Source: an optimization exercise on an open RTL-to-GDS flow (aim: small area, a short achievable clock period and few clock cycles per item). Production flows keep margins and buffers that such runs may drop. Function was checked by simulation only, so behaviour that the tests miss may differ from the original.

### standard.sh
#!/bin/bash
# synth_recipe.tcl (not shown) runs the flow's synth.tcl, then flattens the netlist and writes it again
# the make line also repeats each setting of config.mk as NAME=value (left out here)
make -C /OpenROAD-flow-scripts/flow DESIGN_CONFIG=/design/flow/config.mk WORK_HOME=/design/flow/orfs CLKGATE_MAP_FILE= SYNTH_SCRIPT=/design/flow/synth_recipe.tcl "${@:-finish}"
### config.mk
export PLATFORM = sky130hd
export DESIGN_NAME = fs_group_descriptor_checksum_core
export DESIGN_NICKNAME = fs_group_descriptor_checksum_core
export VERILOG_FILES = /design/flow/design.v
export SDC_FILE = /design/flow/constraint.sdc
export NUM_CORES = 4
export LEC_CHECK = 0
export CAP_MARGIN = 20
export CORE_MARGIN = 2
export CORE_UTILIZATION = 75
export CTS_BUF_LIST = sky130_fd_sc_hd__clkbuf_8
export CTS_CLUSTER_SIZE = 20
export SLEW_MARGIN = 20
### design.v
`timescale 1ns / 1ps
package fgdc_pkg;
	localparam logic [31:0] POLY32 = 32'h82F6_3B78;
	localparam logic [31:0] POLY16 = 32'h0000_A001;
	localparam logic [15:0] CRC16_INIT = 16'hFFFF;
	localparam logic [1:0] MODE_NONE   = 2'd0;
	localparam logic [1:0] MODE_META   = 2'd1;
	localparam logic [1:0] MODE_LEGACY = 2'd2;
	localparam int REG_INDEX_W = 3;
	localparam logic [REG_INDEX_W-1:0] REG_MODE      = 3'd0;
	localparam logic [REG_INDEX_W-1:0] REG_SEED      = 3'd1;
	localparam logic [REG_INDEX_W-1:0] REG_VID_LOW   = 3'd2;
	localparam logic [REG_INDEX_W-1:0] REG_VID_HIGH  = 3'd3;
	localparam logic [REG_INDEX_W-1:0] REG_DESC_SIZE = 3'd4;
	localparam logic [REG_INDEX_W-1:0] REG_WIDE      = 3'd5;
	function automatic logic [31:0] step8(input logic [31:0] c, input logic [31:0] poly);
		logic [31:0] r;
		r = c;
		for (int k = 0; k < 8; k++) begin
			r = r[0] ? ((r >> 1) ^ poly) : (r >> 1);
		end
		step8 = r;
	endfunction
	function automatic logic [15:0] crc16_byte(input logic [15:0] c, input logic [7:0] b);
		logic [15:0] r;
		r = c ^ {8'h0, b};
		for (int k = 0; k < 8; k++) begin
			r = r[0] ? ((r >> 1) ^ 16'hA001) : (r >> 1);
		end
		crc16_byte = r;
	endfunction
	function automatic logic [15:0] uuid_crc_zero();
		logic [15:0] c;
		c = CRC16_INIT;
		for (int i = 0; i < 16; i++) begin
			c = crc16_byte(c, 8'h00);
		end
		uuid_crc_zero = c;
	endfunction
	localparam logic [15:0] UUID_CRC_RESET = uuid_crc_zero();
endpackage
`timescale 1ns / 1ps
`timescale 1ns / 1ps
module fs_group_descriptor_checksum_core #(
	parameter logic [6:0] MAX_DESC_BYTES = 7'd64
) (
	input  logic                               clk,
	input  logic                               arst_n,
	input  logic                               cfg_valid,
	output logic                               cfg_ready,
	input  logic [fgdc_pkg::REG_INDEX_W-1:0]   cfg_index,
	input  logic [63:0]                        cfg_data,
	input  logic                               in_valid,
	output logic                               in_ready,
	input  logic [31:0]                        group_number,
	input  logic [7:0]                         data_byte,
	input  logic                               first_byte,
	input  logic                               last_byte,
	output logic                               out_valid,
	input  logic                               out_ready,
	output logic [15:0]                        checksum,
	output logic                               checksum_valid
);
	logic        meta_q;       
	logic        leg_q;        
	logic [31:0] seed_q;
	logic        sok_q;        
	logic [15:0] vla_q;        
	logic [15:0] vhb_q;        
	logic        uok_q;        
	logic        span64_q;     
	logic [4:0]  span_lo_q;    
	logic        wide_q;
	logic [31:0] crc_q;
	logic [7:0]  ib_q;         
	logic        hv_q;         
	logic        hl_q;         
	logic        hs_q;         
	logic [6:0]  pos_q;        
	logic        op_pre_q;     
	logic [1:0]  pcnt_q;       
	logic        op_clr_q;     
	logic        op_dat_q;     
	logic        op_cz_q;      
	logic        ej_q;         
	logic        vlow_q;       
	logic        in_rdy_q;
	logic        cfg_rdy_q;
	logic        ov_q;
	logic [15:0] cs_q;
	logic        cv_q;
	logic        in_acc, first_acc, cfg_acc, det, det_vid, busy, proc_h, produce, fold_h;
	logic        e_meta, e_leg, e_hold;
	logic [31:0] x, y, r_step, kstart;
	logic [15:0] ucrc;
	logic [7:0]  cfg_byte;
	logic [6:0]  npos;
	logic        n_field, n_step;
	logic        op_pre_n, op_clr_n, op_dat_n, op_cz_n, cop_q, cop_n, hv_n, hl_n, ov_n;
	assign in_acc    = in_valid && in_rdy_q;
	assign first_acc = in_acc && first_byte;
	assign cfg_acc   = cfg_valid && cfg_rdy_q;
	assign cop_q     = op_clr_q || op_dat_q || op_cz_q;
	assign busy      = op_pre_q || cop_q;
	assign det       = cfg_valid && !cfg_rdy_q && !cop_q;
	assign det_vid   = det && (cfg_index == fgdc_pkg::REG_VID_LOW ||
		cfg_index == fgdc_pkg::REG_VID_HIGH);
	assign proc_h    = hv_q && !busy && !(hl_q && ov_q);
	assign produce   = proc_h && hl_q;
	assign fold_h    = proc_h && hs_q;
	assign npos    = pos_q[6] ? pos_q : pos_q + 7'd1;
	assign n_field = (npos[6:1] == 6'b001111);
	assign n_step  = !npos[6] && (!npos[5] || span64_q || (npos[4:0] < span_lo_q)) &&
		!(leg_q && (n_field || (npos[5] && !wide_q)));
	assign cfg_byte = cfg_data[{pos_q[2:0], 3'b000} +: 8];
	assign e_meta = meta_q && (op_pre_q || fold_h);
	assign e_leg  = (leg_q && (op_pre_q || fold_h)) || op_dat_q || op_cz_q;
	assign e_hold = !(busy || fold_h);
	assign x = crc_q ^ {24'h0, ej_q ? ib_q : 8'h00};
	assign y = (e_meta ? fgdc_pkg::step8(x, fgdc_pkg::POLY32) : 32'h0) |
		(e_leg ? fgdc_pkg::step8(x, fgdc_pkg::POLY16) : 32'h0);
	assign r_step = y | (e_hold ? crc_q : 32'h0);
	assign ucrc   = fgdc_pkg::UUID_CRC_RESET ^ (uok_q ? (vla_q ^ vhb_q) : 16'h0);
	assign kstart = ((meta_q && sok_q) ? seed_q : 32'h0) | (meta_q ? 32'h0 : {16'h0, ucrc});
	assign op_pre_n = first_acc || (op_pre_q && pcnt_q != 2'd0);
	assign op_clr_n = det_vid;
	assign op_dat_n = cop_q && pos_q <= 7'd7;
	assign op_cz_n  = cop_q && vlow_q && pos_q >= 7'd8 && pos_q <= 7'd15;
	assign cop_n    = op_clr_n || op_dat_n || op_cz_n;
	assign hv_n = in_acc || (hv_q && !proc_h);
	assign hl_n = in_acc ? last_byte : hl_q;
	assign ov_n = produce || (ov_q && !out_ready);
	always_ff @(posedge clk or negedge arst_n) begin
		if (!arst_n) begin
			meta_q    <= 1'b0;
			leg_q     <= 1'b0;
			sok_q     <= 1'b0;
			uok_q     <= 1'b0;
			span64_q  <= 1'b0;
			span_lo_q <= '0;
			wide_q    <= 1'b0;
		end else begin
			if (cfg_acc) begin
				case (cfg_index)
					fgdc_pkg::REG_MODE: begin
						meta_q <= (cfg_data[1:0] == fgdc_pkg::MODE_META);
						leg_q  <= (cfg_data[1:0] == fgdc_pkg::MODE_LEGACY);
					end
					fgdc_pkg::REG_SEED: sok_q <= 1'b1;
					fgdc_pkg::REG_DESC_SIZE: begin
						span64_q  <= cfg_data[6];
						span_lo_q <= (cfg_data[6] || !cfg_data[5]) ? 5'd0 : cfg_data[4:0];
					end
					fgdc_pkg::REG_WIDE: wide_q <= cfg_data[0];
					default: ;
				endcase
			end
			if (op_clr_q) begin
				uok_q <= 1'b1;
			end
		end
	end
	always_ff @(posedge clk) begin
		if (cfg_acc && cfg_index == fgdc_pkg::REG_SEED) begin
			seed_q <= cfg_data[31:0];
		end
		if ((op_dat_q && pos_q == 7'd8 && !vlow_q) || (op_clr_q && !uok_q && vlow_q)) begin
			vhb_q <= y[15:0];
		end
		if ((op_cz_q && pos_q == 7'd16) || (op_clr_q && !uok_q && !vlow_q)) begin
			vla_q <= y[15:0];
		end
	end
	always_ff @(posedge clk or negedge arst_n) begin
		if (!arst_n) begin
			hv_q      <= 1'b0;
			op_pre_q  <= 1'b0;
			op_clr_q  <= 1'b0;
			op_dat_q  <= 1'b0;
			op_cz_q   <= 1'b0;
			ov_q      <= 1'b0;
		end else begin
			hv_q      <= hv_n;
			op_pre_q  <= op_pre_n;
			op_clr_q  <= op_clr_n;
			op_dat_q  <= op_dat_n;
			op_cz_q   <= op_cz_n;
			ov_q      <= ov_n;
		end
	end
	always_ff @(posedge clk) begin
		in_rdy_q  <= !(op_pre_n || cop_n) && !(hv_n && hl_n && ov_n);
		cfg_rdy_q <= (det && !det_vid) || (op_dat_q && pos_q == 7'd7);
		cv_q      <= meta_q || leg_q;
	end
	always_ff @(posedge clk) begin
		crc_q <= first_acc ? (kstart ^ group_number) : r_step;
		ej_q  <= !(op_pre_n || op_cz_n);
		if (first_acc) begin
			pcnt_q <= 2'd3;
		end else if (op_pre_q) begin
			pcnt_q <= pcnt_q - 2'd1;
		end
		if (in_acc) begin
			ib_q  <= (!first_byte && n_field) ? 8'h00 : data_byte;
			hl_q  <= last_byte;
			hs_q  <= first_byte || n_step;
			pos_q <= first_byte ? 7'd0 : npos;
		end else begin
			if (cop_q && pos_q <= 7'd7) begin
				ib_q <= cfg_byte;
			end
			if (det_vid) begin
				pos_q <= 7'd0;
			end else if (cop_q) begin
				pos_q <= npos;
			end
		end
		if (det_vid) begin
			vlow_q <= (cfg_index == fgdc_pkg::REG_VID_LOW);
		end
		if (produce) begin
			cs_q <= r_step[15:0];
		end
	end
	assign in_ready       = in_rdy_q;
	assign cfg_ready      = cfg_rdy_q;
	assign out_valid      = ov_q;
	assign checksum       = cs_q;
	assign checksum_valid = cv_q;
endmodule
### flow/run.sh
#!/bin/bash
# Standard layout, with plain buffers on the ports and timing repair aiming for a larger
# setup slack than the clock needs.
set -euo pipefail
bash standard.sh "BUFFER_PORTS_ARGS=-buffer_cell sky130_fd_sc_hd__buf_1" SETUP_SLACK_MARGIN=7 finish > standard_flow.log 2>&1
### constraint.sdc
create_clock -name core_clock -period 10.0 [get_ports {clk}]
set_input_delay 2.0000 -clock core_clock [delete_from_list [all_inputs] [get_ports {clk}]]
set_output_delay 2.0000 -clock core_clock [all_outputs]
set_load 0.01 [all_outputs]
==> reports/qor.yml, run 1 <==
worst_setup_path:
  cp-start-kind: "flip-flop"
  rrSetupSlack_ns: 7.00
  crit_fanout: 1
  worstSetupPathType: "flip-flop to primary output"
  crit_slowest_cell: "edfxtp_1"
  cpLargestDelayFamily: "flip-flops"
  end_kind: "primary output"
  crit_buf_inv: 1
  reg2reg_to: "cs_q[12]"
  path_cells: "buf_2"
  cp.required_ns: 8.00
  r2r_cells: 8
  r2r_start: "ej_q"
  cp.arrival_ns: 1.04
  cp_slowest_stage_delay_ns: 0.41
synthesis:
  synth_top_cell_area_share_pct: 34.1
  synth_cells: 745
  synthArstFlopShare_pct: 11.1
  avgSynthCellArea_um2: 11.5
  synth_flop_cell: "edfxtp_1"
  yosys_warnings: 1
  synth_cell_types: 66
  ys_top_cells_by_area: "edfxtp_1 (34%), dfxtp_1 (9.1%), xnor2_1 (6.6%)"
  yosysTopAreaCell: "edfxtp_1"
  syn_area_um2: 8540
  synth-edff-count: 97
  seq_area_frac_synth_pct: 48.2
  ys_ff_latch: 153
  syn_nets: 866
finish:
  fin_area_um2: 9730
  fillCellCount: 514
  nets: 997
  area_growth_pct: 13.9
  drive_above_1_share_pct: 14.5
clock_tree:
  cts_root_buf: "clkbuf_8"
  clk_pin_slew_ns: 0.09
  htreeDepth: 4
  cts_tree: "done"
  cts.path.max_buffers: 2
  clock_latency_ns: 0.47
  cts_buffers: 17
  clock_sinks: 153
timing:
  drv_slew: 0
  max_freq_mhz: 329
  rsz0062_at_grt: "true"
  skew_ns: 0.0154
  fin_ws_ns: 6.96
  whs_ns: 0.498
  post-route-period-util_pct: 30.4
  fin_tns_setup_ns: 0
  period_needed_ns: 3.04
  setup_viol: 0
  relSlewSlack_pct: 39.9
  final_hold_viol_count: 0
  worst_pin_slew_ns: 0.901
worst_hold_path:
  hold_depth: 1
  min_from: "sok_q"
  hp-class: "flip-flop to flip-flop"
  min_to: "sok_q"
placement:
  port_buffers: 133
  place_area_um2: 9160
  gp_congestion: 0.996
  place_ws_ns: 5.99
  dp_hpwl_um: 17500
status:
  status: "timing/DRC/antenna clean"
floorplan:
  core_area_um2: 11000
  die_w_um: 111
  start_util_pct: 77.8
  design.die.area_um2: 12300
  dieHeight_um: 111
  num_rows: 38
  pin_count: 134
global_routing:
  antenna_found_initial: 1
  grt_max_degree: 40
  overflow: 0
  grt_usage_pct: 41.2
  grt_pass1_wl_um: 37900
  grt_pass1_vias: 6850
drt:
  ant_nets: 0
  wl_met1_um: 8700
  vias: 6901
  wl_um: 25300
  met3WireLength_um: 2980
  wl_per_cell_um: 24.6
  drc_errors: 0
  topRoutingLayerUsed: "met4"
  via_per_inst: 6.70
  first_pass_iters: 6
  drt_iter0_markers: 988
  wl_met2_um: 12300
flow_run:
  drv_cap: 0
[cell usage in the layout, fill, tap and decap left out, drive strengths merged, types with 15 or more instances in the layout]
master,instances
mux4,16
nand2,85
and2,15
a21oi,43
clkbuf,26
xor2,71
o21ai,27
edfxtp,97
inv,33
dfxtp,39
dfrtp,17
buf,144
nor2,34
xnor2,68
[area by class of cell]
cell class / count / area (um2) / share of cell area [%]
antenna: 1 / 2.50 / 0.0257
inverter: 26 / 101 / 1.04
multi-input combinational: 526 / 4290 / 44.1
clock buffer: 18 / 248 / 2.55
tap: 140 / 175 / 1.80
timing repair buffer: 152 / 658 / 6.76
sequential: 153 / 4120 / 42.4
clock inverter: 14 / 129 / 1.32
[flip-flops by register name, indices dropped and copies added, names as in the netlist, 2 cells and up]
register and cells:
span_lo_q 5, ib_q 8, pos_q 7, vhb_q 16, cs_q 16, seed_q 32, vla_q 16, pcnt_q 2
crc_q 32
[synth_stat cells (8+ instances only)]
master,number
dfrtp_1,17
nor2_1,34
o21ai_0,24
mux2i_1,12
a21oi_1,43
mux4_2,16
clkbuf_1,27
dfxtp_1,39
xor2_1,64
edfxtp_1,97
mux2_2,9
xnor3_1,8
a21o_1,10
xnor2_1,64
inv_1,26
and2_1,14
nand3_1,10
a221oi_1,10
nand2_1,83
[layer usage]
metal  vias up  track usage, %
li1       2914               -
met1      3309            52.0
met2       564            67.0
met3       114            9.73
met4         0            21.1
met5         -               0
[metrics by stage]
stage	std cells	utilization, %
global route	1030	88.6
floorplan	745	-
detailed placement	986	83.4
finish	1030	88.6
global placement	986	83.4
CTS	1020	87.3
[worst max path at each step]
stage	from	end	slack, ns	cells after the start
2_1_floorplan	cfg_valid	seed_q[0]	6.43	3
3_3_place_gp	in_valid	pos_q[0]	6.10	6
3_5_place_dp	in_valid	pos_q[1]	5.99	6
4_1_cts	cs_q[6]	checksum[6]	6.95	1
5_1_grt	ib_q[6]	cs_q[2]	6.93	8
6_report	cs_q[6]	checksum[6]	6.96	1
[what timing repair did]
action	CTS	global route
hold endpoints to repair	0	0
hold buffers	0	0
buffers inserted	2	9
resized for setup	11	19
setup endpoints to repair	86	42
pin swaps	1	2
[kinds of logic (layout without fill, tap and decap cells)]
logic type	after synthesis	after routing	share of synthesized area (%)
other cells	0	1	0
simple gates	184	184	9.98
flops	153	153	48.2
compound gates	143	143	11.0
mux	37	37	6.81
fa+ha+maj	7	7	1.03
xor+xnor	155	155	19.8
buf+inv	66	210	3.18
Testbench counts, summed over its fixed seeds: cycles 41,912, items 37,992.
==> inputs of run 2 (changes only) <==
--- a/config.mk
+++ b/config.mk
@@ -6,8 +6,7 @@
 export NUM_CORES = 4
 export LEC_CHECK = 0
+export ABC_AREA = 1
 export CAP_MARGIN = 20
 export CORE_MARGIN = 2
-export CORE_UTILIZATION = 75
-export CTS_BUF_LIST = sky130_fd_sc_hd__clkbuf_8
-export CTS_CLUSTER_SIZE = 20
+export CORE_UTILIZATION = 60
 export SLEW_MARGIN = 20
==> run 2 against run 1 <==
- still clean
- synthesized cell count up 37%
- non-clock buffer count down 3
- critical endpoint is now in_ready
==> reports/qor.yml, run 2 <==
status:
  status: "timing/DRC/antenna clean"  # unchanged
worst_setup_path:
  cp.required_ns: 8.00  # about the same
  path_cells: "buf_1"  # was buf_2
  crit_buf_inv: 1  # unchanged
  crit_slowest_cell: "dfxtp_1"  # was edfxtp_1
  cp_num_cells: 1  # unchanged
  worstSetupPathType: "flip-flop to primary output"  # unchanged
  cp-start-kind: "flip-flop"  # unchanged
  cp.arrival_ns: 1.01  # was 1.04 ns
  cp_slowest_stage_delay_ns: 0.41  # about the same
  cpLargestDelayFamily: "flip-flops"  # unchanged
  r2r_cells: 10  # was 8
  end_kind: "primary output"  # unchanged
  crit_fanout: 2  # was 1
global_routing:
  top_usage_layer: "met2"  # unchanged
  grt_usage_pct: 32.0  # was 41.2%
  overflow: 0  # unchanged
  gr-usage-met2_pct: 51.5  # was 67.0%
  grt_max_degree: 38  # was 40
  met1_usage_pct: 44.1  # was 52.0%
  met3_usage_pct: 4.96  # was 9.73%
  antenna_found_initial: 0  # was 1
  grt_pass1_vias: 7179  # was 6850
  grt_pass1_wl_um: 38800  # was 37900 um
synthesis:
  seq_area_frac_synth_pct: 46.9  # was 48.2%
  synth_top_cell_area_share_pct: 33.2  # was 34.1%
  synth_flop_cell: "edfxtp_1"  # unchanged
  synthArstFlopShare_pct: 11.1  # unchanged
  yosysMostFrequentCell: "nand2_1"  # was edfxtp_1
  synth_cells: 1017  # was 745
  yosys-top-cells-count: "nand2_1 (272), edfxtp_1 (97), o21ai_0 (83)"  # was edfxtp_1 (97), nand2_1 (83), xnor2_1 (64), xor2_1 (64), a21oi_1 (43)
  syn_nets: 1138  # was 866
  synth_cell_types: 51  # was 66
  ys_ff_latch: 153  # unchanged
  yosys_warnings: 1  # unchanged
  yosysTopAreaCell: "edfxtp_1"  # unchanged
  synth-edff-count: 97  # unchanged
  avgSynthCellArea_um2: 8.64  # was 11.5 um2
  syn_area_um2: 8790  # was 8540 um2
  ys_top_cells_by_area: "edfxtp_1 (33%), nand2_1 (12%), dfxtp_1 (8.9%)"  # was edfxtp_1 (34%), dfxtp_1 (9.1%), xnor2_1 (6.6%)
placement:
  dp_hpwl_um: 18000  # was 17500 um
  gp_congestion: 0.987  # was 0.996
  place_ws_ns: 5.86  # was 5.99 ns
  dp_cells: 1307  # was 986
  port_buffers: 133  # unchanged
floorplan:
  start_util_pct: 60.9  # was 77.8%
  die_w_um: 125  # was 111 um
  design.die.area_um2: 15600  # was 12300 um2
  pin_count: 134  # unchanged
  core_area_um2: 14400  # was 11000 um2
  num_rows: 44  # was 38
  dieHeight_um: 125  # was 111 um
finish:
  antenna_cells: 0  # was 1
  final_common_cell: "nand2_1"  # was buf_1
  final_cells: 1348  # was 1030
  top_regs: "crc_q (32), seed_q (32)"  # unchanged
  final_cell_mix: "nand2_1 (271), buf_1 (131), edfxtp_1 (97)"  # was buf_1 (123), edfxtp_1 (97), nand2_1 (80)
  drive_above_1_share_pct: 9.02  # was 14.5%
  area_growth_pct: 16.6  # was 13.9%
  nets: 1272  # was 997
worst_hold_path:
  hp-class: "flip-flop to flip-flop"  # unchanged
  hold_depth: 1  # unchanged
timing:
  final_hold_viol_count: 0  # unchanged
  period_needed_ns: 3.01  # was 3.04 ns
  setup_viol: 0  # unchanged
  rsz0062_at_grt: "true"  # unchanged
  drv_slew: 0  # unchanged
  fin_tns_setup_ns: 0  # unchanged
  relSlewSlack_pct: 37.6  # was 39.9%
  max_freq_mhz: 332  # was 329 MHz
  skew_ns: 0.0110  # was 0.0154 ns
  post-route-period-util_pct: 30.1  # was 30.4%
  fin_ws_ns: 6.99  # was 6.96 ns
  worst_pin_slew_ns: 0.936  # was 0.901 ns
clock_tree:
  cts_root_buf: "clkbuf_16"  # was clkbuf_8
  htreeDepth: 4  # unchanged
  clock_sinks: 153  # unchanged
  clk_pin_slew_ns: 0.06  # was 0.09 ns
  cts_buffers: 17  # unchanged
  clock_latency_ns: 0.43  # was 0.47 ns
  cts.path.max_buffers: 2  # unchanged
  cts_tree: "done"  # unchanged
drt:
  ant_nets: 0  # unchanged
  wl_um: 24600  # was 25300 um
  vias: 7570  # was 6901
  drc_errors: 0  # unchanged
  via_per_inst: 5.62  # was 6.70
  wl_per_cell_um: 18.2  # was 24.6 um
  first_pass_iters: 5  # was 6
  drt_iter0_markers: 669  # was 988
flow_run:
  drv_cap: 0  # unchanged
[run 2: cell count changes after synthesis, sizes merged, moves of 12 or more]
cell,delta
nand3,+71
and2,-15
inv,+60
nor2,+32
a21oi,-30
xnor2,-14
o21ai,+66
o221ai,+13
mux2i,-12
mux4,-16
nand2,+203
[run 2: kinds of logic after synthesis]
logic type	count (synthesis)	synth area share, %
simple gates	463	23.2
flops	153	46.9
compound gates	144	9.53
xor+xnor	127	13.6
buf+inv	123	5.74
fa+ha+maj	7	0.997
[run 2: what timing repair did]
action / CTS / global route
gates cloned: 1 / 1
setup buffers: 1 / 6
resized for setup: 9 / 12
pin swaps: 1 / 2
hold buffers: 0 / 0
setup endpoints to repair: 92 / 49
[run 2: path summary, 6_finish.rpt]
check                          from       end  slack [ns]
hold reg to reg               sok_q     sok_q        0.48
setup / recovery           in_rdy_q  in_ready        6.99
min in group asynchronous    arst_n    meta_q        1.69
max in group asynchronous    arst_n  op_pre_q        7.74
hold / removal                sok_q     sok_q        0.48
setup reg to reg               ej_q   cs_q[2]        7.21
[run 2: per-layer routing]
layer  part of all wire [%]  vias to the layer above
met5                      0                        -
met4                    2.8                        0
met3                    7.5                       41
met2                     47                      352
met1                     43                     3529
li1                       -                     3648
[run 2: metrics by stage]
stage               hold slack, ns  cell area, um2  utilization (%)
floorplan                    0.440            8830                -
global placement             0.453            9450             65.5
detailed placement           0.460            9450             65.5
CTS                          0.474           10100             70.2
global route                 0.491           10200             71.0
finish                       0.476           10200             71.0
[run 2: final cells by class]
| cell class | count | area [um2] |
|---|---|---|
| clock buffers | 17 | 425 |
| fillers | 1164 | 4180 |
| clock inverters | 15 | 206 |
| flip-flops and latches | 153 | 4120 |
| inverters | 88 | 368 |
| multi-input cells | 742 | 4240 |
| well taps | 184 | 230 |
| repair buffers | 149 | 656 |
==> inputs of run 3 (changes only) <==
--- a/config.mk
+++ b/config.mk
@@ -6,5 +6,4 @@
 export NUM_CORES = 4
 export LEC_CHECK = 0
-export ABC_AREA = 1
 export CAP_MARGIN = 20
 export CORE_MARGIN = 2
==> run 3 against run 2 <==
- highest routed layer unchanged
- cell count decreased by 20%
- worst setup slack improved by 0.0093 ns
- die area decreased by 2.7%
- critical endpoint is now checksum[6]
- sequential share of layout area increased by 1.0 points
- clock skew decreased by 0.0039 ns
- maximum frequency increased by 0.31%
- count of clock-buffer cells in the layout increased by 2
- still clean
==> reports/qor.yml, run 3 <==
timing:
  skew_ns: 0.00707  # was 0.0110 ns
  post-route-period-util_pct: 30.0  # was 30.1%
  setup_viol: 0  # unchanged
  worst_pin_slew_ns: 0.880  # was 0.936 ns
  rsz0062_at_grt: "true"  # unchanged
  drv_slew: 0  # unchanged
  whs_ns: 0.480  # was 0.476 ns
  max_freq_mhz: 333  # was 332 MHz
  fin_tns_setup_ns: 0  # unchanged
  relSlewSlack_pct: 41.3  # was 37.6%
  period_needed_ns: 3.00  # was 3.01 ns
  final_hold_viol_count: 0  # unchanged
  fin_ws_ns: 7.00  # was 6.99 ns
worst_setup_path:
  end_kind: "primary output"  # unchanged
  cpLargestDelayFamily: "flip-flops"  # unchanged
  cp.required_ns: 8.00  # about the same
  cp_slowest_stage_delay_ns: 0.42  # was 0.41 ns
  crit_slowest_cell: "edfxtp_1"  # was dfxtp_1
  crit_buf_inv: 1  # unchanged
  cp-start-kind: "flip-flop"  # unchanged
  path_cells: "clkbuf_2"  # was buf_1
  worstSetupPathType: "flip-flop to primary output"  # unchanged
  crit_fanout: 1  # was 2
  cp.arrival_ns: 1.00  # was 1.01 ns
clock_tree:
  htreeDepth: 4  # unchanged
  clk_pin_slew_ns: 0.06  # about the same
  clock_sinks: 153  # unchanged
  cts_tree: "done"  # unchanged
  cts_hold_buf: 0  # unchanged
  cts_buffers: 17  # unchanged
  cts_root_buf: "clkbuf_16"  # unchanged
  cts.path.max_buffers: 2  # unchanged
  clock_latency_ns: 0.43  # about the same
floorplan:
  dieHeight_um: 123  # was 125 um
  core_area_um2: 13900  # was 14400 um2
  die_w_um: 123  # was 125 um
  pin_count: 134  # unchanged
  design.die.area_um2: 15200  # was 15600 um2
  num_rows: 43  # was 44
  start_util_pct: 61.5  # was 60.9%
drt:
  drt_iter0_markers: 560  # was 669
  drc_errors: 0  # unchanged
  ant_nets: 0  # unchanged
  first_pass_iters: 5  # unchanged
  via_per_inst: 5.92  # was 5.62
  wl_um: 23000  # was 24600 um
  vias: 6359  # was 7570
  wl_per_cell_um: 21.4  # was 18.2 um
finish:
  regArea_um2: 4130  # was 4120 um2
  antenna_cells: 0  # unchanged
  top_regs: "crc_q (32), seed_q (32)"  # unchanged
  final_common_cell: "buf_1"  # was nand2_1
  drive_above_1_share_pct: 14.1  # was 9.02%
  area_growth_pct: 17.2  # was 16.6%
  fillCellCount: 1023  # was 1164
  fin_area_um2: 10000  # was 10200 um2
  nets: 1002  # was 1272
  final_cell_mix: "buf_1 (132), edfxtp_1 (97), nand2_1 (80)"  # was nand2_1 (271), buf_1 (131), edfxtp_1 (97)
  final_cells: 1074  # was 1348
  multi_input_area_um2: 4290  # was 4240 um2
placement:
  port_buffers: 133  # unchanged
  place_ws_ns: 5.95  # was 5.86 ns
  dp_cells: 1027  # was 1307
  place_area_um2: 9210  # was 9450 um2
  gp_congestion: 0.943  # was 0.987
  dp_hpwl_um: 16900  # was 18000 um
synthesis:
  synth_top_family_by_area: "XOR/XNOR gates"  # was simple AND/OR/NAND/NOR gates
  avgSynthCellArea_um2: 11.5  # was 8.64 um2
  yosys-top-cells-count: "edfxtp_1 (97), nand2_1 (83), xnor2_1 (64), xor2_1 (64), a21oi_1 (43)"  # was nand2_1 (272), edfxtp_1 (97), o21ai_0 (83)
  ys_ff_latch: 153  # unchanged
  synth_cells: 745  # was 1017
  synthAdderAreaFrac_pct: 1.03  # was 0.997%
  ys_top_cells_by_area: "edfxtp_1 (34%), dfxtp_1 (9.1%), xnor2_1 (6.6%)"  # was edfxtp_1 (33%), nand2_1 (12%), dfxtp_1 (8.9%)
  yosysMostFrequentCell: "edfxtp_1"  # was nand2_1
  synth_flop_cell: "edfxtp_1"  # unchanged
  syn_area_um2: 8540  # was 8790 um2
  synth-edff-count: 97  # unchanged
  synth.mux.area_fraction_pct: 6.81  # was 0%
  seq_area_frac_synth_pct: 48.2  # was 46.9%
  synth_top_cell_area_share_pct: 34.1  # was 33.2%
  synth_cell_types: 66  # was 51
  syn_nets: 866  # was 1138
  yosysTopAreaCell: "edfxtp_1"  # unchanged
  yosys.area_share.simple_pct: 9.98  # was 23.2%
  yosys_warnings: 1  # unchanged
  synthArstFlopShare_pct: 11.1  # unchanged
  synth_compound_area_share_pct: 11.0  # was 9.53%
  synth_xor_area_share_pct: 19.8  # was 13.6%
flow_run:
  drv_cap: 0  # unchanged
worst_hold_path:
  hp-class: "flip-flop to flip-flop"  # unchanged
global_routing:
  grt_pass1_vias: 6135  # was 7179
  grt_pass1_wl_um: 34500  # was 38800 um
  antenna_found_initial: 0  # unchanged
  grt_max_degree: 40  # was 38
  grt_usage_pct: 31.5  # was 32.0%
  overflow: 0  # unchanged
status:
  status: "timing/DRC/antenna clean"  # unchanged
-- run 3: changes by cell type after synthesis, moves of 30 or more --
cell,previous run,this run
o21ai_0,83,24
nand3_1,77,10
a21oi_1,13,43
inv_1,80,26
nand2_1,272,83
nor2_1,64,34
-- run 3: worst paths after layout --
path | startpoint | to | slack, ns | cells past startpoint
worst max-delay path | cs_q[6] | checksum[6] | 7.00 | 1
worst min-delay path | sok_q | sok_q | 0.48 | 1
worst max register to register | ib_q[3] | cs_q[2] | 7.12 | 9
worst min register to register | sok_q | sok_q | 0.48 | 1
max in group asynchronous | arst_n | op_cz_q | 8.14 | 2
min in group asynchronous | arst_n | span_lo_q[0] | 1.43 | 1
-- run 3: metal layers --
layer  global-route usage, %  up-vias  share of wire [%]
li1                        -     2924                  -
met1                    43.5     3079                 41
met2                    49.6      308                 48
met3                    6.13       48                8.0
met4                    12.1        0                3.2
met5                       0        -                  0
-- run 3: final cells by class --
type                    count  share of cell area [%]
well taps                 180                    2.25
multi-input cells         526                    42.8
inverters                  26                    1.01
clock buffers              19                    4.32
flip-flops and latches    153                    41.2
repair buffers            157                    6.94
clock inverters            13                    1.44
-- run 3: repair_timing --
action | 4_1_cts | 5_1_grt
pin swaps | 2 | 1
endpoints found under the hold margin | 0 | 0
setup buffers | 8 | 6
resized for setup | 10 | 13
setup endpoints to repair | 81 | 41
cloned | 0 | 0
-- run 3: logic make-up after synthesis --
family | after synthesis
adder cells (fa/ha/maj) | 7
multiplexers | 37
AND/OR/NAND/NOR | 184
AO/OA/AOI/OAI | 143
flip-flops | 153
buffers and inverters | 66
XOR/XNOR | 155
-- run 3: through the flow --
| step | util, % |
|---|---|
| after floorplan | - |
| after global placement | 66.4 |
| after detailed placement | 66.4 |
| after CTS | 71.3 |
| after global routing | 72.1 |
| final | 72.1 |
==> inputs of run 4 (changes only) <==
--- a/config.mk
+++ b/config.mk
@@ -8,4 +8,5 @@
 export CAP_MARGIN = 20
 export CORE_MARGIN = 2
-export CORE_UTILIZATION = 60
+export CORE_UTILIZATION = 70
+export PLACE_DENSITY = 0.75
 export SLEW_MARGIN = 20
==> run 4 against run 3 <==
- still clean on timing, DRC and antenna
- synthesized cell count is the same
- area after synthesis unchanged
- critical path depth is the same
- first-iteration DRC count is 16% higher
- critical path type unchanged
- critical endpoint unchanged
- largest cell class unchanged
- highest routed layer is now met5
==> reports/qor.yml, run 4 <==
status:
  status: "timing/DRC/antenna clean"  # unchanged
synthesis:
  syn_nets: 866  # unchanged
  yosysMostFrequentCell: "edfxtp_1"  # unchanged
  synth-edff-count: 97  # unchanged
  ys_ff_latch: 153  # unchanged
  synthArstFlopShare_pct: 11.1  # unchanged
  synth_flop_cell: "edfxtp_1"  # unchanged
  yosys_warnings: 1  # unchanged
  yosysTopAreaCell: "edfxtp_1"  # unchanged
  seq_area_frac_synth_pct: 48.2  # unchanged
  yosys-top-cells-count: "edfxtp_1 (97), nand2_1 (83), xnor2_1 (64), xor2_1 (64), a21oi_1 (43)"  # unchanged
  syn_area_um2: 8540  # unchanged
  avgSynthCellArea_um2: 11.5  # unchanged
  synth_cells: 745  # unchanged
  synth_top_cell_area_share_pct: 34.1  # unchanged
  synth_cell_types: 66  # unchanged
  ys_top_cells_by_area: "edfxtp_1 (34%), dfxtp_1 (9.1%), xnor2_1 (6.6%)"  # unchanged
global_routing:
  antenna_found_initial: 1  # was 0
  grt_pass1_wl_um: 34200  # was 34500 um
  grt_max_degree: 40  # unchanged
  overflow: 0  # unchanged
  grt_usage_pct: 36.0  # was 31.5%
  grt_pass1_vias: 6180  # was 6135
floorplan:
  start_util_pct: 71.4  # was 61.5%
  core_area_um2: 12000  # was 13900 um2
  design.die.area_um2: 13100  # was 15200 um2
  pin_count: 134  # unchanged
  num_rows: 40  # was 43
  die_w_um: 114  # was 123 um
  dieHeight_um: 114  # was 123 um
worst_setup_path:
  path_cells: "buf_1"  # was clkbuf_2
  cp.required_ns: 8.00  # about the same
  crit_fanout: 1  # unchanged
  cpLargestDelayFamily: "flip-flops"  # unchanged
  end_kind: "primary output"  # unchanged
  cp.arrival_ns: 1.02  # was 1.00 ns
  cp-start-kind: "flip-flop"  # unchanged
  cp_slowest_stage_delay_ns: 0.43  # was 0.42 ns
  crit_slowest_cell: "edfxtp_1"  # unchanged
  crit_buf_inv: 1  # unchanged
  worstSetupPathType: "flip-flop to primary output"  # unchanged
clock_tree:
  clock_latency_ns: 0.43  # about the same
  cts.path.max_buffers: 2  # unchanged
  cts_buffers: 17  # unchanged
  cts_root_buf: "clkbuf_16"  # unchanged
  clock_sinks: 153  # unchanged
  htreeDepth: 4  # unchanged
  clk_pin_slew_ns: 0.06  # about the same
  cts_tree: "done"  # unchanged
placement:
  gp_congestion: 0.888  # was 0.943
  port_buffers: 133  # unchanged
  place_area_um2: 9160  # was 9210 um2
  dp_hpwl_um: 16600  # was 16900 um
timing:
  max_freq_mhz: 331  # was 333 MHz
  relSlewSlack_pct: 36.6  # was 41.3%
  period_needed_ns: 3.02  # was 3.00 ns
  worst_pin_slew_ns: 0.949  # was 0.880 ns
  skew_ns: 0.00701  # was 0.00707 ns
  setup_viol: 0  # unchanged
  final_hold_viol_count: 0  # unchanged
  rsz0062_at_grt: "true"  # unchanged
  fin_tns_setup_ns: 0  # unchanged
  drv_slew: 0  # unchanged
  post-route-period-util_pct: 30.2  # was 30.0%
finish:
  area_growth_pct: 16.9  # was 17.2%
  final_cell_mix: "buf_1 (132), edfxtp_1 (97), nand2_1 (80)"  # unchanged
  regArea_um2: 4130  # about the same
  antenna_cells: 0  # unchanged
  post-route-util_pct: 83.5  # was 72.1%
  nets: 996  # was 1002
  fillCellCount: 668  # was 1023
  top_regs: "crc_q (32), seed_q (32)"  # unchanged
  drive_above_1_share_pct: 13.3  # was 14.1%
  multi_input_area_um2: 4280  # was 4290 um2
  fin_area_um2: 9990  # was 10000 um2
  final_common_cell: "buf_1"  # unchanged
drt:
  vias: 6505  # was 6359
  via_per_inst: 6.29  # was 5.92
  wl_per_cell_um: 22.3  # was 21.4 um
  wl_um: 23100  # was 23000 um
  first_pass_iters: 6  # was 5
  drc_errors: 0  # unchanged
  ant_nets: 0  # unchanged
  drt_iter0_markers: 648  # was 560
flow_run:
  drv_cap: 0  # unchanged
worst_hold_path:
  hp-class: "flip-flop to flip-flop"  # unchanged
## run 4: layout make-up
type,count,area share [%]
multi-input cells,526,42.9
flip-flops and latches,153,41.3
repair buffers,151,6.57
clock buffers,19,4.44
clock inverters,13,1.98
well taps,147,1.84
inverters,26,1.01
## run 4: per-stage QoR
step           setup WS [ns]  instances  hold slack, ns
2_1_floorplan           6.43        745           0.431
3_3_place_gp            6.17        992           0.444
3_5_place_dp            6.03        992           0.449
4_1_cts                 6.99       1028           0.464
5_1_grt                 6.91       1035           0.471
6_report                6.98       1035           0.470
## run 4: logic make-up after synthesis
group | count (synthesis) | share of synthesized area [%]
compound gates | 143 | 11.0
flops | 153 | 48.2
simple gates | 184 | 9.98
buf+inv | 66 | 3.18
xor+xnor | 155 | 19.8
fa+ha+maj | 7 | 1.03
mux | 37 | 6.81
## run 4: path summary, 6_finish.rpt
path	startpoint	slack, ns	end	cells after the start
max in group asynchronous	arst_n	8.17	leg_q	1
min	sok_q	0.47	sok_q	1
min reg2reg	sok_q	0.47	sok_q	1
max	cs_q[6]	6.98	checksum[6]	1
max reg2reg	ib_q[3]	7.05	cs_q[12]	8
min in group asynchronous	arst_n	1.51	span64_q	1
## run 4: layer usage
layer,vias up,GRT usage (%),routed length (um)
met3,59,11.1,2340
met5,-,0,16
li1,2911,-,-
met1,3122,45.8,8720
met2,411,58.3,11300
met4,2,13.8,734
## run 4: timing repair
item | 4_1_cts | 5_1_grt
pin swaps | 1 | 2
resized for setup | 8 | 11
setup buffers | 4 | 7
hold buffers | 0 | 0
endpoints found under the setup margin | 82 | 49
==> inputs of run 5 (changes only) <==
--- a/config.mk
+++ b/config.mk
@@ -8,5 +8,4 @@
 export CAP_MARGIN = 20
 export CORE_MARGIN = 2
-export CORE_UTILIZATION = 70
-export PLACE_DENSITY = 0.75
+export CORE_UTILIZATION = 65
 export SLEW_MARGIN = 20
==> run 5 against run 4 <==
- critical path depth unchanged
- register-to-register slack improved by 0.02 ns
- count of clock-buffer cells in the layout decreased by 1
- still clean
- global-route usage decreased by 2.6 points
- clock skew increased by 0.0030 ns
- synthesized cell count unchanged
- flip-flop and latch count unchanged
- critical endpoint unchanged
- routed wire length about the same
- area after synthesis unchanged
==> reports/qor.yml, run 5 <==
synthesis:
  synth_top_cell_area_share_pct: 34.1  # unchanged
  avgSynthCellArea_um2: 11.5  # unchanged
  yosys_warnings: 1  # unchanged
  yosysTopAreaCell: "edfxtp_1"  # unchanged
  synth_flop_cell: "edfxtp_1"  # unchanged
  syn_area_um2: 8540  # unchanged
  ys_top_cells_by_area: "edfxtp_1 (34%), dfxtp_1 (9.1%), xnor2_1 (6.6%)"  # unchanged
  synth-edff-count: 97  # unchanged
  synth_cell_types: 66  # unchanged
  yosysMostFrequentCell: "edfxtp_1"  # unchanged
  yosys-top-cells-count: "edfxtp_1 (97), nand2_1 (83), xnor2_1 (64), xor2_1 (64), a21oi_1 (43)"  # unchanged
  synthArstFlopShare_pct: 11.1  # unchanged
  ys_ff_latch: 153  # unchanged
  synth_cells: 745  # unchanged
  syn_nets: 866  # unchanged
  seq_area_frac_synth_pct: 48.2  # unchanged
timing:
  setup_viol: 0  # unchanged
  rsz0062_at_grt: "true"  # unchanged
  final_hold_viol_count: 0  # unchanged
  max_freq_mhz: 332  # was 331 MHz
  relSlewSlack_pct: 34.3  # was 36.6%
  period_needed_ns: 3.02  # about the same
  skew_ns: 0.0100  # was 0.00701 ns
  post-route-period-util_pct: 30.2  # about the same
  worst_pin_slew_ns: 0.986  # was 0.949 ns
  whs_ns: 0.495  # was 0.470 ns
  drv_slew: 0  # unchanged
  fin_tns_setup_ns: 0  # unchanged
worst_setup_path:
  r2r_start: "crc_q[3]"  # was ib_q[3]
  cp_slowest_stage_delay_ns: 0.43  # about the same
  crit_fanout: 1  # unchanged
  crit_start: "cs_q[6]"  # unchanged
  cp.arrival_ns: 1.02  # about the same
  crit_buf_inv: 1  # unchanged
  crit_slowest_cell: "edfxtp_1"  # unchanged
  cp-start-kind: "flip-flop"  # unchanged
  cp.required_ns: 8.00  # about the same
  end_kind: "primary output"  # unchanged
  cpLargestDelayFamily: "flip-flops"  # unchanged
  path_cells: "clkbuf_2"  # was buf_1
  worstSetupPathType: "flip-flop to primary output"  # unchanged
placement:
  place_area_um2: 9200  # was 9160 um2
  gp_congestion: 0.881  # was 0.888
  dp_cells: 1019  # was 992
  dp_hpwl_um: 16700  # was 16600 um
  port_buffers: 133  # unchanged
clock_tree:
  clk_pin_slew_ns: 0.06  # about the same
  clock_latency_ns: 0.43  # about the same
  cts_root_buf: "clkbuf_16"  # unchanged
  clock_sinks: 153  # unchanged
  htreeDepth: 4  # unchanged
  cts.path.max_buffers: 2  # unchanged
  cts_hold_buf: 0  # unchanged
  cts_tree: "done"  # unchanged
  cts_buffers: 17  # unchanged
floorplan:
  dieHeight_um: 119  # was 114 um
  die_w_um: 119  # was 114 um
  core_area_um2: 12700  # was 12000 um2
  start_util_pct: 67.1  # was 71.4%
  num_rows: 41  # was 40
  pin_count: 134  # unchanged
  design.die.area_um2: 14100  # was 13100 um2
drt:
  wl_um: 23100  # about the same
  drc_errors: 0  # unchanged
  via_per_inst: 6.07  # was 6.29
  wl_per_cell_um: 21.7  # was 22.3 um
  vias: 6480  # was 6505
  drt_iter0_markers: 535  # was 648
  first_pass_iters: 6  # unchanged
  ant_nets: 0  # unchanged
finish:
  multi_input_area_um2: 4280  # about the same
  area_growth_pct: 17.8  # was 16.9%
  drive_above_1_share_pct: 14.0  # was 13.3%
  fin_area_um2: 10100  # was 9990 um2
  fillCellCount: 838  # was 668
  final_cells: 1067  # was 1035
  post-route-util_pct: 79.1  # was 83.5%
  antenna_cells: 0  # unchanged
  final_common_cell: "buf_1"  # unchanged
  regArea_um2: 4130  # unchanged
  final_cell_mix: "buf_1 (132), edfxtp_1 (97), nand2_1 (79)"  # was buf_1 (132), edfxtp_1 (97), nand2_1 (80)
  nets: 1003  # was 996
  top_regs: "crc_q (32), seed_q (32)"  # unchanged
status:
  status: "timing/DRC/antenna clean"  # unchanged
global_routing:
  grt_pass1_vias: 6278  # was 6180
  antenna_found_initial: 0  # was 1
  overflow: 0  # unchanged
  grt_max_degree: 40  # unchanged
  grt_pass1_wl_um: 35000  # was 34200 um
  grt_usage_pct: 33.4  # was 36.0%
worst_hold_path:
  hp-class: "flip-flop to flip-flop"  # unchanged
  min_from: "hl_q"  # was sok_q
flow_run:
  drv_cap: 0  # unchanged
## run 5: cell count changes in the layout (fill, tap and decap cells not counted), sizes merged
cell,change
clkinvlp,+2
bufinv,-1
inv,+1
clkbuf,-1
buf,+7
clkinv,-1
## run 5: final cells by class
type                    instances  area share [%]
repair buffers                158            7.08
clock buffers                  18            4.27
flip-flops and latches        153            41.0
clock inverters                14            1.94
well taps                     172            2.14
multi-input cells             526            42.6
inverters                      26            1.01
## run 5: worst paths after layout
| kind | slack (ns) | end | depth (start not counted) |
|---|---|---|---|
| setup / recovery | 6.98 | checksum[6] | 1 |
| hold / removal | 0.50 | hl_q | 2 |
| setup reg to reg | 7.07 | cs_q[12] | 7 |
| hold reg to reg | 0.50 | hl_q | 2 |
| max in group asynchronous | 7.69 | op_dat_q | 1 |
| min in group asynchronous | 1.70 | span_lo_q[1] | 1 |
## run 5: per-layer routing
layer	wire length [um]	GRT usage (%)	up-vias
met5	0	0	-
met4	784	13.8	0
met3	2020	6.47	48
met2	11300	53.9	363
met1	9050	44.5	3144
li1	-	-	2925
## run 5: kinds of logic (layout without fill, tap and decap cells)
| logic type | Yosys count | after routing | synth area share [%] |
|---|---|---|---|
| AO/OA/AOI/OAI | 143 | 143 | 11.0 |
| XOR/XNOR | 155 | 155 | 19.8 |
| adder cells (fa/ha/maj) | 7 | 7 | 1.03 |
| buffers and inverters | 66 | 216 | 3.18 |
| flip-flops | 153 | 153 | 48.2 |
| multiplexers | 37 | 37 | 6.81 |
| AND/OR/NAND/NOR | 184 | 184 | 9.98 |
## run 5: repair_timing
action / in CTS / in global routing
endpoints found under the hold margin: 0 / 0
endpoints found under the setup margin: 75 / 67
gates cloned: 0 / 0
gates resized for setup: 10 / 11
pin swaps: 1 / 2
buffers inserted: 5 / 11
## run 5: per-stage QoR
| stage | worst slack (ns) |
|---|---|
| after detailed placement | 5.95 |
| after CTS | 6.99 |
| after global routing | 6.98 |
| after floorplan | 6.43 |
| final | 6.98 |
| after global placement | 6.03 |
==> inputs of run 6 (changes only) <==
--- a/config.mk
+++ b/config.mk
@@ -6,6 +6,6 @@
 export NUM_CORES = 4
 export LEC_CHECK = 0
-export CAP_MARGIN = 20
+export CAP_MARGIN = 0
 export CORE_MARGIN = 2
-export CORE_UTILIZATION = 65
-export SLEW_MARGIN = 20
+export CORE_UTILIZATION = 60
+export SLEW_MARGIN = 0
==> run 6 against run 5 <==
- largest cell class unchanged
- critical path type unchanged
- worst hold slack worse by 0.016 ns
- count of clock-buffer cells in the layout grew 1
==> reports/qor.yml, run 6 <==
worst_hold_path:
  hp-class: "flip-flop to flip-flop"  # unchanged
clock_tree:
  htreeDepth: 4  # unchanged
  clk_pin_slew_ns: 0.06  # about the same
  cts_tree: "done"  # unchanged
  cts.path.max_buffers: 2  # unchanged
  cts_root_buf: "clkbuf_16"  # unchanged
  cts_hold_buf: 0  # unchanged
  clock_latency_ns: 0.42  # was 0.43 ns
  cts_buffers: 17  # unchanged
  clock_sinks: 153  # unchanged
worst_setup_path:
  crit_start: "cs_q[6]"  # unchanged
  rrSetupSlack_ns: 7.11  # was 7.07 ns
  end_kind: "primary output"  # unchanged
  worstSetupPathType: "flip-flop to primary output"  # unchanged
  cp_slowest_stage_delay_ns: 0.42  # was 0.43 ns
  path_cells: "clkbuf_2"  # unchanged
  crit_buf_inv: 1  # unchanged
  cp-start-kind: "flip-flop"  # unchanged
  cpLargestDelayFamily: "flip-flops"  # unchanged
  r2r_cells: 9  # was 7
  reg2reg_to: "cs_q[2]"  # was cs_q[12]
  cp-endpoint: "checksum[6]"  # unchanged
  cp.arrival_ns: 1.00  # was 1.02 ns
  cp.required_ns: 8.00  # about the same
  crit_fanout: 1  # unchanged
  cp_num_cells: 1  # unchanged
  crit_slowest_cell: "edfxtp_1"  # unchanged
  r2r_start: "ib_q[3]"  # was crc_q[3]
synthesis:
  seq_area_frac_synth_pct: 48.2  # unchanged
  synthAdderAreaFrac_pct: 1.03  # unchanged
  yosys_warnings: 1  # unchanged
  synth.mux.area_fraction_pct: 6.81  # unchanged
  yosysMostFrequentCell: "edfxtp_1"  # unchanged
  synth_top_family_by_area: "XOR/XNOR gates"  # unchanged
  yosys-top-cells-count: "edfxtp_1 (97), nand2_1 (83), xnor2_1 (64), xor2_1 (64), a21oi_1 (43)"  # unchanged
  synth_compound_area_share_pct: 11.0  # unchanged
  synthArstFlopShare_pct: 11.1  # unchanged
  syn_nets: 866  # unchanged
  syn_area_um2: 8540  # unchanged
  synth_cells: 745  # unchanged
  yosys.area_share.simple_pct: 9.98  # unchanged
  synth_cell_types: 66  # unchanged
  synth_flop_cell: "edfxtp_1"  # unchanged
  ys_top_cells_by_area: "edfxtp_1 (34%), dfxtp_1 (9.1%), xnor2_1 (6.6%)"  # unchanged
  avgSynthCellArea_um2: 11.5  # unchanged
  synth_xor_area_share_pct: 19.8  # unchanged
  yosysTopAreaCell: "edfxtp_1"  # unchanged
  ys_ff_latch: 153  # unchanged
  synth-edff-count: 97  # unchanged
  synth_top_cell_area_share_pct: 34.1  # unchanged
timing:
  worst_pin_slew_ns: 0.987  # was 0.986 ns
  final_hold_viol_count: 0  # unchanged
  drv_slew: 0  # unchanged
  period_needed_ns: 3.00  # was 3.02 ns
  max_freq_mhz: 334  # was 332 MHz
  relSlewSlack_pct: 34.2  # was 34.3%
  setup_viol: 0  # unchanged
  fin_tns_setup_ns: 0  # unchanged
  rsz0062_at_grt: "true"  # unchanged
  skew_ns: 0.00591  # was 0.0100 ns
  post-route-period-util_pct: 30.0  # was 30.2%
floorplan:
  dieHeight_um: 123  # was 119 um
  design.die.area_um2: 15200  # was 14100 um2
  core_area_um2: 13900  # was 12700 um2
  die_w_um: 123  # was 119 um
  num_rows: 43  # was 41
  pin_count: 134  # unchanged
  start_util_pct: 61.5  # was 67.1%
finish:
  drive_above_1_share_pct: 14.0  # about the same
  final_common_cell: "buf_1"  # unchanged
  area_growth_pct: 17.1  # was 17.8%
  antenna_cells: 0  # unchanged
  top_regs: "crc_q (32), seed_q (32)"  # unchanged
  final_cell_mix: "buf_1 (132), edfxtp_1 (97), nand2_1 (80)"  # was buf_1 (132), edfxtp_1 (97), nand2_1 (79)
  fin_area_um2: 10000  # was 10100 um2
  nets: 1001  # was 1003
drt:
  drt_iter0_markers: 550  # was 535
  wl_per_cell_um: 21.4  # was 21.7 um
  wl_um: 22900  # was 23100 um
  via_per_inst: 5.90  # was 6.07
  drc_errors: 0  # unchanged
  first_pass_iters: 7  # was 6
  ant_nets: 0  # unchanged
  vias: 6329  # was 6480
global_routing:
  antenna_found_initial: 0  # unchanged
  grt_pass1_vias: 6135  # was 6278
  grt_max_degree: 40  # unchanged
  overflow: 0  # unchanged
  grt_pass1_wl_um: 34500  # was 35000 um
  grt_usage_pct: 31.5  # was 33.4%
flow_run:
  drv_cap: 0  # unchanged
placement:
  gp_congestion: 0.943  # was 0.881
  dp_hpwl_um: 16900  # was 16700 um
  place_area_um2: 9210  # was 9200 um2
  port_buffers: 133  # unchanged
status:
  status: "timing/DRC/antenna clean"  # unchanged
-- run 6: cell counts after synthesis --
Identical to the previous run, type by type.
-- run 6: through the flow --
| step | util (%) | cells | worst slack [ns] | hold slack [ns] |
|---|---|---|---|---|
| finish | 72.0 | 1073 | 7.00 | 0.479 |
| global route | 72.0 | 1073 | 6.97 | 0.484 |
| CTS | 71.3 | 1067 | 6.99 | 0.470 |
| detailed placement | 66.4 | 1027 | 5.95 | 0.455 |
| global placement | 66.4 | 1027 | 6.09 | 0.445 |
| floorplan | - | 745 | 6.43 | 0.431 |
-- run 6: area by class of cell --
type / instances / area [um2]
clock buffers: 19 / 433
inverters: 26 / 101
fillers: 1025 / 3880
flip-flops and latches: 153 / 4130
clock inverters: 13 / 144
multi-input cells: 526 / 4290
well taps: 180 / 225
repair buffers: 156 / 683
-- run 6: logic make-up after synthesis --
kind of cell | after synthesis
AO/OA/AOI/OAI | 143
XOR/XNOR | 155
adder cells (fa/ha/maj) | 7
buffers and inverters | 66
flip-flops | 153
multiplexers | 37
AND/OR/NAND/NOR | 184
-- run 6: how the worst min path moves through the flow --
stage | from | end | slack, ns | cells after the start
finish | sok_q | sok_q | 0.48 | 1
global route | sok_q | sok_q | 0.48 | 1
CTS | sok_q | sok_q | 0.47 | 1
detailed placement | sok_q | sok_q | 0.46 | 1
global placement | sok_q | sok_q | 0.45 | 1
floorplan | sok_q | sok_q | 0.43 | 1
-- run 6: repair_timing --
item	4_1_cts	5_1_grt
endpoints found under the setup margin	81	40
resized for setup	10	13
pin swaps	2	1
buffers inserted	8	6
-- run 6: routing by layer --
layer	track usage, %	routed length, um	vias up
met5	0	0	-
met4	12.1	691	0
met3	6.13	1770	46
met2	49.6	11000	304
met1	43.5	9440	3054
li1	-	-	2925
==> inputs of run 7 (changes only) <==
==> flow/run.sh (replaced) <==
#!/bin/bash
# Standard layout, with plain buffers on the ports and timing repair aiming for a larger
# setup slack than the clock needs.
set -euo pipefail
bash standard.sh "BUFFER_PORTS_ARGS=-buffer_cell sky130_fd_sc_hd__buf_1" SETUP_SLACK_MARGIN=7.4 finish > standard_flow.log 2>&1
--- a/config.mk
+++ b/config.mk
@@ -6,6 +6,6 @@
 export NUM_CORES = 4
 export LEC_CHECK = 0
-export CAP_MARGIN = 0
+export CAP_MARGIN = 20
 export CORE_MARGIN = 2
 export CORE_UTILIZATION = 60
-export SLEW_MARGIN = 0
+export SLEW_MARGIN = 20
==> run 7 against run 6 <==
- register-to-register slack improved by 0.05 ns
- via count rose by 15%
- critical path type unchanged
- non-clock buffer count rose by 86
- flip-flop and latch count did not move
- critical path depth did not move
- count of clock-buffer cells in the layout fell by 1
- area after synthesis did not move
- first-iteration DRC count rose by 52%
- still clean on timing, DRC and antenna
==> reports/qor.yml, run 7 <==
status:
  status: "timing/DRC/antenna clean"  # unchanged
synthesis:
  synthArstFlopShare_pct: 11.1  # unchanged
  yosysMostFrequentCell: "edfxtp_1"  # unchanged
  synth_cells: 745  # unchanged
  syn_area_um2: 8540  # unchanged
  yosysTopAreaCell: "edfxtp_1"  # unchanged
  yosys-top-cells-count: "edfxtp_1 (97), nand2_1 (83), xnor2_1 (64), xor2_1 (64), a21oi_1 (43)"  # unchanged
  synth_cell_types: 66  # unchanged
  ys_ff_latch: 153  # unchanged
  synth_top_cell_area_share_pct: 34.1  # unchanged
  yosys_warnings: 1  # unchanged
  avgSynthCellArea_um2: 11.5  # unchanged
  synth_flop_cell: "edfxtp_1"  # unchanged
  ys_top_cells_by_area: "edfxtp_1 (34%), dfxtp_1 (9.1%), xnor2_1 (6.6%)"  # unchanged
  seq_area_frac_synth_pct: 48.2  # unchanged
  syn_nets: 866  # unchanged
  synth-edff-count: 97  # unchanged
worst_setup_path:
  path_cells: "buf_6"  # was clkbuf_2
  worstSetupPathType: "flip-flop to primary output"  # unchanged
  cp_slowest_stage_delay_ns: 0.42  # about the same
  cp.required_ns: 8.00  # about the same
  end_kind: "primary output"  # unchanged
  crit_buf_inv: 1  # unchanged
  crit_slowest_cell: "edfxtp_1"  # unchanged
  cpLargestDelayFamily: "flip-flops"  # unchanged
  r2r_start: "crc_q[7]"  # was ib_q[3]
  cp-start-kind: "flip-flop"  # unchanged
  crit_start: "cs_q[0]"  # was cs_q[6]
  cp.arrival_ns: 0.99  # was 1.00 ns
  crit_fanout: 1  # unchanged
timing:
  rsz0062_at_grt: "true"  # unchanged
  worst_pin_slew_ns: 1.05  # was 0.987 ns
  final_hold_viol_count: 0  # unchanged
  skew_ns: 0.0119  # was 0.00591 ns
  relSlewSlack_pct: 29.7  # was 34.2%
  drv_slew: 0  # unchanged
  max_freq_mhz: 334  # about the same
  setup_viol: 0  # unchanged
  period_needed_ns: 2.99  # was 3.00 ns
  fin_tns_setup_ns: 0  # unchanged
  post-route-period-util_pct: 29.9  # was 30.0%
finish:
  final_cell_mix: "edfxtp_1 (97), buf_1 (82), buf_4 (79)"  # was buf_1 (132), edfxtp_1 (97), nand2_1 (80)
  area_growth_pct: 39.0  # was 17.1%
  top_regs: "crc_q (32), seed_q (32)"  # unchanged
  multi_input_area_um2: 4910  # was 4290 um2
  final_common_cell: "edfxtp_1"  # was buf_1
  drive_above_1_share_pct: 36.3  # was 14.0%
  regArea_um2: 4140  # was 4130 um2
  fillCellCount: 685  # was 1025
  nets: 1088  # was 1001
drt:
  first_pass_iters: 8  # was 7
  vias: 7281  # was 6329
  wl_per_cell_um: 25.8  # was 21.4 um
  ant_nets: 0  # unchanged
  drc_errors: 0  # unchanged
  via_per_inst: 6.27  # was 5.90
  wl_um: 30000  # was 22900 um
  drt_iter0_markers: 838  # was 550
global_routing:
  grt_pass1_vias: 6961  # was 6135
  antenna_found_initial: 1  # was 0
  grt_usage_pct: 37.2  # was 31.5%
  grt_max_degree: 33  # was 40
  overflow: 0  # unchanged
  grt_pass1_wl_um: 40200  # was 34500 um
floorplan:
  core_area_um2: 13900  # unchanged
  pin_count: 134  # unchanged
  die_w_um: 123  # unchanged
  design.die.area_um2: 15200  # unchanged
  num_rows: 43  # unchanged
  dieHeight_um: 123  # unchanged
  start_util_pct: 61.5  # unchanged
placement:
  port_buffers: 133  # unchanged
  gp_congestion: 0.931  # was 0.943
  dp_hpwl_um: 18300  # was 16900 um
clock_tree:
  cts.path.max_buffers: 2  # unchanged
  clk_pin_slew_ns: 0.07  # was 0.06 ns
  cts_root_buf: "clkbuf_16"  # unchanged
  cts_buffers: 17  # unchanged
  clock_latency_ns: 0.43  # was 0.42 ns
  cts_tree: "done"  # unchanged
  htreeDepth: 4  # unchanged
  clock_sinks: 153  # unchanged
worst_hold_path:
  min_from: "sok_q"  # unchanged
  hp-class: "flip-flop to flip-flop"  # unchanged
flow_run:
  drv_cap: 0  # unchanged
==> run 7: repair_timing <==
item | CTS | global route
pin swaps | 24 | 53
hold buffers | 0 | 0
endpoints found under the setup margin | 193 | 142
gates resized for setup | 133 | 120
setup buffers | 49 | 44
cloned | 7 | 2
==> run 7: metrics by stage <==
stage | cells | utilization, % | worst slack (ns) | hold WS (ns) | cell area, um2
floorplan | 745 | - | 6.43 | 0.431 | 8820
finish | 1161 | 85.5 | 7.01 | 0.482 | 11900
detailed placement | 1026 | 67.5 | 6.61 | 0.447 | 9370
global placement | 1026 | 67.5 | 6.65 | 0.445 | 9370
CTS | 1114 | 79.4 | 7.00 | 0.480 | 11000
global route | 1160 | 85.5 | 6.98 | 0.495 | 11900
==> run 7: cell type report <==
class	count	area share [%]
clock inverters	14	1.31
well taps	180	1.90
inverters	26	0.928
multi-input cells	527	41.4
flip-flops and latches	153	34.9
repair buffers	242	16.0
diodes	1	0.0211
clock buffers	18	3.62
==> run 7: per-layer routing <==
metal	share of wire (%)	up-vias	global-route usage, %
li1	-	3097	-
met1	36	3576	47.1
met2	50	490	60.7
met3	8.0	118	6.18
met4	6.0	0	21.1
met5	0	-	0
==> run 7: worst paths after layout <==
kind                           endpoint  slack (ns)  cells past startpoint
max                         checksum[0]        7.01                      1
min                               sok_q        0.48                      1
max reg2reg                    vhb_q[6]        7.16                      8
min reg2reg                       sok_q        0.48                      1
max in group asynchronous      op_dat_q        8.11                      1
min in group asynchronous  span_lo_q[1]        1.53                      1
==> run 7: kinds of logic after synthesis <==
kind of cell | share of synthesized area, %
adder cells (fa/ha/maj) | 1.03
AND/OR/NAND/NOR | 9.98
flip-flops | 48.2
multiplexers | 6.81
XOR/XNOR | 19.8
AO/OA/AOI/OAI | 11.0
buffers and inverters | 3.18

[re-timing with driven ports]
The flow's constraints put no driver on any port. The routed layouts listed below were extracted and timed again, unchanged, in two steps. Step 1 (the two cells are an assumption about what drives the block):
set clk [get_ports {clk}]
set_driving_cell -lib_cell sky130_fd_sc_hd__clkbuf_16 $clk
set_driving_cell -lib_cell sky130_fd_sc_hd__buf_2 [delete_from_list [all_inputs] $clk]
Step 2 also shifts input and output timing later by t, the mid clock arrival at the registers, as if the neighbouring blocks saw the same clock. Slacks: ideal / step 1 / step 2; pairs: ideal / step 1.
run	shift t [ns]	setup WS [ns]	hold slack, ns	latest minus earliest clock arrival (ns)	cell pins on the clock port's net
run 1	0.499	6.958 / 6.919 / 6.543	0.498 / 0.498 / 0.498	0.016 / 0.015	1
run 2	0.466	6.987 / 6.945 / 6.629	0.476 / 0.476 / 0.476	0.011 / 0.011	1
run 3	0.467	6.997 / 6.955 / 6.600	0.480 / 0.480 / 0.480	0.010 / 0.010	1
run 4	0.462	6.980 / 6.941 / 6.590	0.470 / 0.470 / 0.470	0.007 / 0.007	1
run 5	0.468	6.984 / 6.943 / 6.636	0.495 / 0.495 / 0.495	0.010 / 0.011	1
run 6	0.464	7.002 / 6.961 / 6.597	0.479 / 0.479 / 0.479	0.008 / 0.009	1
run 7	0.471	7.007 / 6.964 / 6.673	0.482 / 0.482 / 0.482	0.012 / 0.012	1
After both steps every run listed still meets setup and hold. For run 1, which loses most, drivers alone change the setup slack by -0.039 ns; drivers and shift together by -0.415 ns.
